What follows belongs to an exercise in optimizing a design on an open flow for small area and a short achievable clock period; a production flow would make more cautious choices.
In this exercise RTL edits were held to simulation tests only and were not proved equivalent to the original.
Power figures rest on the tool's default switching activity, not on a simulated workload.

// aq_reduce_ctrl
module aq_reduce_ctrl #(
  parameter  int unsigned DRAIN_TO = 64,
  localparam int unsigned GW       = 16,
  localparam int unsigned DW       = 32,
  localparam int unsigned CW       = 32
) (
  input  logic          RST_N,
  input  logic          CLK,
  input  logic [GW-1:0] CFG_ORG_X,
  input  logic [GW-1:0] CFG_ORG_Y,
  input  logic [GW-1:0] CFG_CNV_X,
  input  logic [GW-1:0] CFG_CNV_Y,
  input  logic          START,
  input  logic          ABORT,
  input  logic          S_TVALID,
  input  logic [DW-1:0] S_TDATA,
  output logic          S_TREADY,
  output logic [GW-1:0] ORG_X,
  output logic [GW-1:0] ORG_Y,
  output logic [GW-1:0] CNV_X,
  output logic [GW-1:0] CNV_Y,
  output logic          DIN_WE,
  output logic          DIN_FSYNC,
  output logic [DW-1:0] DIN,
  input  logic          DOUT_OE,
  input  logic          DOUT_LAST,
  output logic          BUSY,
  output logic          DONE,
  output logic          ERR,
  output logic [CW-1:0] OUT_CNT
);
==> flow/config.mk <==
export PLATFORM = sky130hd
export DESIGN_NAME = aq_reduce_ctrl
export DESIGN_NICKNAME = aq_reduce_ctrl
export VERILOG_FILES = /design/flow/design.v
export SDC_FILE = /design/flow/constraint.sdc
export NUM_CORES = 4
export LEC_CHECK = 0
export CAP_MARGIN = 20
export CORE_MARGIN = 2
export CORE_UTILIZATION = 55
export CTS_BUF_LIST = sky130_fd_sc_hd__clkbuf_8
export CTS_CLUSTER_SIZE = 10
export SETUP_SLACK_MARGIN = 5.0
export SLEW_MARGIN = 20
==> flow/constraint.sdc <==
create_clock -name core_clock -period 8.0 [get_ports {CLK}]
set_input_delay 1.6000 -clock core_clock [delete_from_list [all_inputs] [get_ports {CLK}]]
set_output_delay 1.6000 -clock core_clock [all_outputs]
set_load 0.01 [all_outputs]
standard.sh (not shown) runs the stock make flow with config.mk's settings and CLKGATE_MAP_FILE= SYNTH_SCRIPT=/design/flow/synth_recipe.tcl, a recipe that flattens the netlist after the stock synthesis.
==> flow/flow/run.sh <==
#!/bin/bash
# Standard ORFS layout with two changes: the port buffers are buf_1 cells, and
# synthesis maps the logic with flow/abc_speed.script (a delay-driven ABC map)
# in place of ORFS's own abc_speed.script. Everything else is ORFS's scripts.
set -euo pipefail
rm -rf myscripts
cp -r "$FLOW_HOME/scripts" myscripts
cp flow/abc_speed.script myscripts/abc_speed.script
export SCRIPTS_DIR="$PWD/myscripts"
export BUFFER_PORTS_ARGS="-buffer_cell sky130_fd_sc_hd__buf_1"
bash standard.sh > standard.log 2>&1
==> flow/flow/abc_speed.script <==
strash
balance
dch
map -D 100
topo
Edit:
==> flow/flow/run.sh (replaced) <==
#!/bin/bash
# Standard ORFS layout, but the port buffers are buf_1 cells.
set -euo pipefail
export BUFFER_PORTS_ARGS="-buffer_cell sky130_fd_sc_hd__buf_1"
bash standard.sh > standard.log 2>&1
--- a/flow/config.mk
+++ b/flow/config.mk
@@ -10,5 +10,3 @@
 export CORE_UTILIZATION = 55
-export CTS_BUF_LIST = sky130_fd_sc_hd__clkbuf_8
-export CTS_CLUSTER_SIZE = 10
-export SETUP_SLACK_MARGIN = 5.0
+export SETUP_SLACK_MARGIN = 4.5
 export SLEW_MARGIN = 20
removed: flow/flow/abc_speed.script
After rerunning: Setup slack got worse by 0.21 ns. Power increases by a few percent. Count of clock-buffer cells in the layout climbs by 1. Combinational power shrinks by roughly a tenth. Clock skew decreases by 0.0072 ns. Routed wire length shrinks by a quarter to a third. Die area fell by a few percent. Via count drops by a quarter to a third. Final area decreases by roughly a tenth. Sequential share of layout area came out higher by 4.9 points. Worst hold slack is worse by 0.029 ns.
Edit:
--- a/flow/config.mk
+++ b/flow/config.mk
@@ -10,2 +10,4 @@
 export CORE_UTILIZATION = 55
+export CTS_BUF_LIST = sky130_fd_sc_hd__clkbuf_8
+export CTS_CLUSTER_SIZE = 10
 export SETUP_SLACK_MARGIN = 4.5
The changed run completed with no timing, DRC or antenna violations.
Critical path depth stays the same.
Global-route usage decreases by 0.39 points.
Clock-buffer cell count does not change.
Cell area shrinks by a few percent.
Setup slack got worse by 0.027 ns.
Via count shrinks slightly.
Final cell count shrinks slightly.
Non-clock buffer count falls by 6.
Synthesized area stays the same.
Combinational power fell slightly.
Die area is unchanged.
Edit:
==> flow/flow/run.sh (replaced) <==
#!/bin/bash
# Standard ORFS layout with two changes: the port buffers are buf_1 cells, and
# synthesis maps the logic with flow/abc_speed.script (a delay-driven ABC map)
# in place of ORFS's own abc_speed.script. Everything else is ORFS's scripts.
set -euo pipefail
rm -rf myscripts
cp -r "$FLOW_HOME/scripts" myscripts
cp flow/abc_speed.script myscripts/abc_speed.script
export SCRIPTS_DIR="$PWD/myscripts"
export BUFFER_PORTS_ARGS="-buffer_cell sky130_fd_sc_hd__buf_1"
bash standard.sh > standard.log 2>&1
==> flow/flow/abc_speed.script (new file) <==
strash
dch
map -D 1200
topo
stime -c
buffer -c
upsize -c
dnsize -c
--- a/flow/config.mk
+++ b/flow/config.mk
@@ -11,4 +11,4 @@
 export CTS_BUF_LIST = sky130_fd_sc_hd__clkbuf_8
-export CTS_CLUSTER_SIZE = 10
-export SETUP_SLACK_MARGIN = 4.5
+export CTS_CLUSTER_SIZE = 8
+export SETUP_SLACK_MARGIN = 5.0
 export SLEW_MARGIN = 20
After rerunning:
- The new run completed without violations
- hold slack gets worse by 0.033 ns
- clock power goes down by 4.6%
- core utilization goes up by 7.8 points
Edit:
==> flow/flow/run.sh (replaced) <==
#!/bin/bash
# Standard ORFS layout, but the port buffers are buf_1 cells.
set -euo pipefail
export BUFFER_PORTS_ARGS="-buffer_cell sky130_fd_sc_hd__buf_1"
bash standard.sh > standard.log 2>&1
--- a/flow/config.mk
+++ b/flow/config.mk
@@ -10,5 +10,3 @@
 export CORE_UTILIZATION = 55
-export CTS_BUF_LIST = sky130_fd_sc_hd__clkbuf_8
-export CTS_CLUSTER_SIZE = 8
-export SETUP_SLACK_MARGIN = 5.0
+export SETUP_SLACK_MARGIN = 4.8
 export SLEW_MARGIN = 20
removed: flow/flow/abc_speed.script
After rerunning: The new run finished clean. Clock power grows by a quarter to a third. Power goes up by roughly a tenth. Count of clock-buffer cells in the layout grows by 4. Fmax shrinks by roughly a tenth. Wire length is lower by roughly a tenth. Cell area went down by a few percent. Cell count shrinks by roughly a tenth. Die area rose slightly. First-iteration DRC count fell by a quarter to a third.

==> static timing again, ports no longer ideal <==
The flow's constraints put no driver on any port. The routed layouts listed below were extracted and timed again, unchanged, in two steps.
Step 1: set_driving_cell puts a clkbuf_16 on CLK and a buf_2 on each other input, an assumption about the parent block.
Step 2 times the ports against the registers' clock, not the clock port: input delays grow and output delays shrink by t, the midpoint of the rising clock arrivals with the driver on.
Three values: no drivers, after step 1, after step 2; two values: the first two.
run | shift t [ns] | setup WS [ns] | worst hold slack (ns) | worst setup path at the end | worst data-port slew with drivers (ns)
the first run | 0.531 | 4.758 / 4.717 / 4.452 | 0.502 / 0.502 / 0.502 | input to register | 0.07
the second run | 0.482 | 4.545 / 4.570 / 4.088 | 0.473 / 0.473 / 0.473 | input to register | 0.06
the third run | 0.518 | 4.518 / 4.537 / 4.019 | 0.481 / 0.481 / 0.481 | input to register | 0.06
the fourth run | 0.534 | 4.878 / 4.843 / 4.351 | 0.448 / 0.448 / 0.448 | input to register | 0.09
the fifth run | 0.477 | 4.563 / 4.570 / 4.093 | 0.472 / 0.472 / 0.472 | input to register | 0.07
After both steps every run listed still meets setup and hold. The setup slack of the fourth run, which loses most, moves by -0.035 ns with the drivers and by -0.527 ns with both steps.
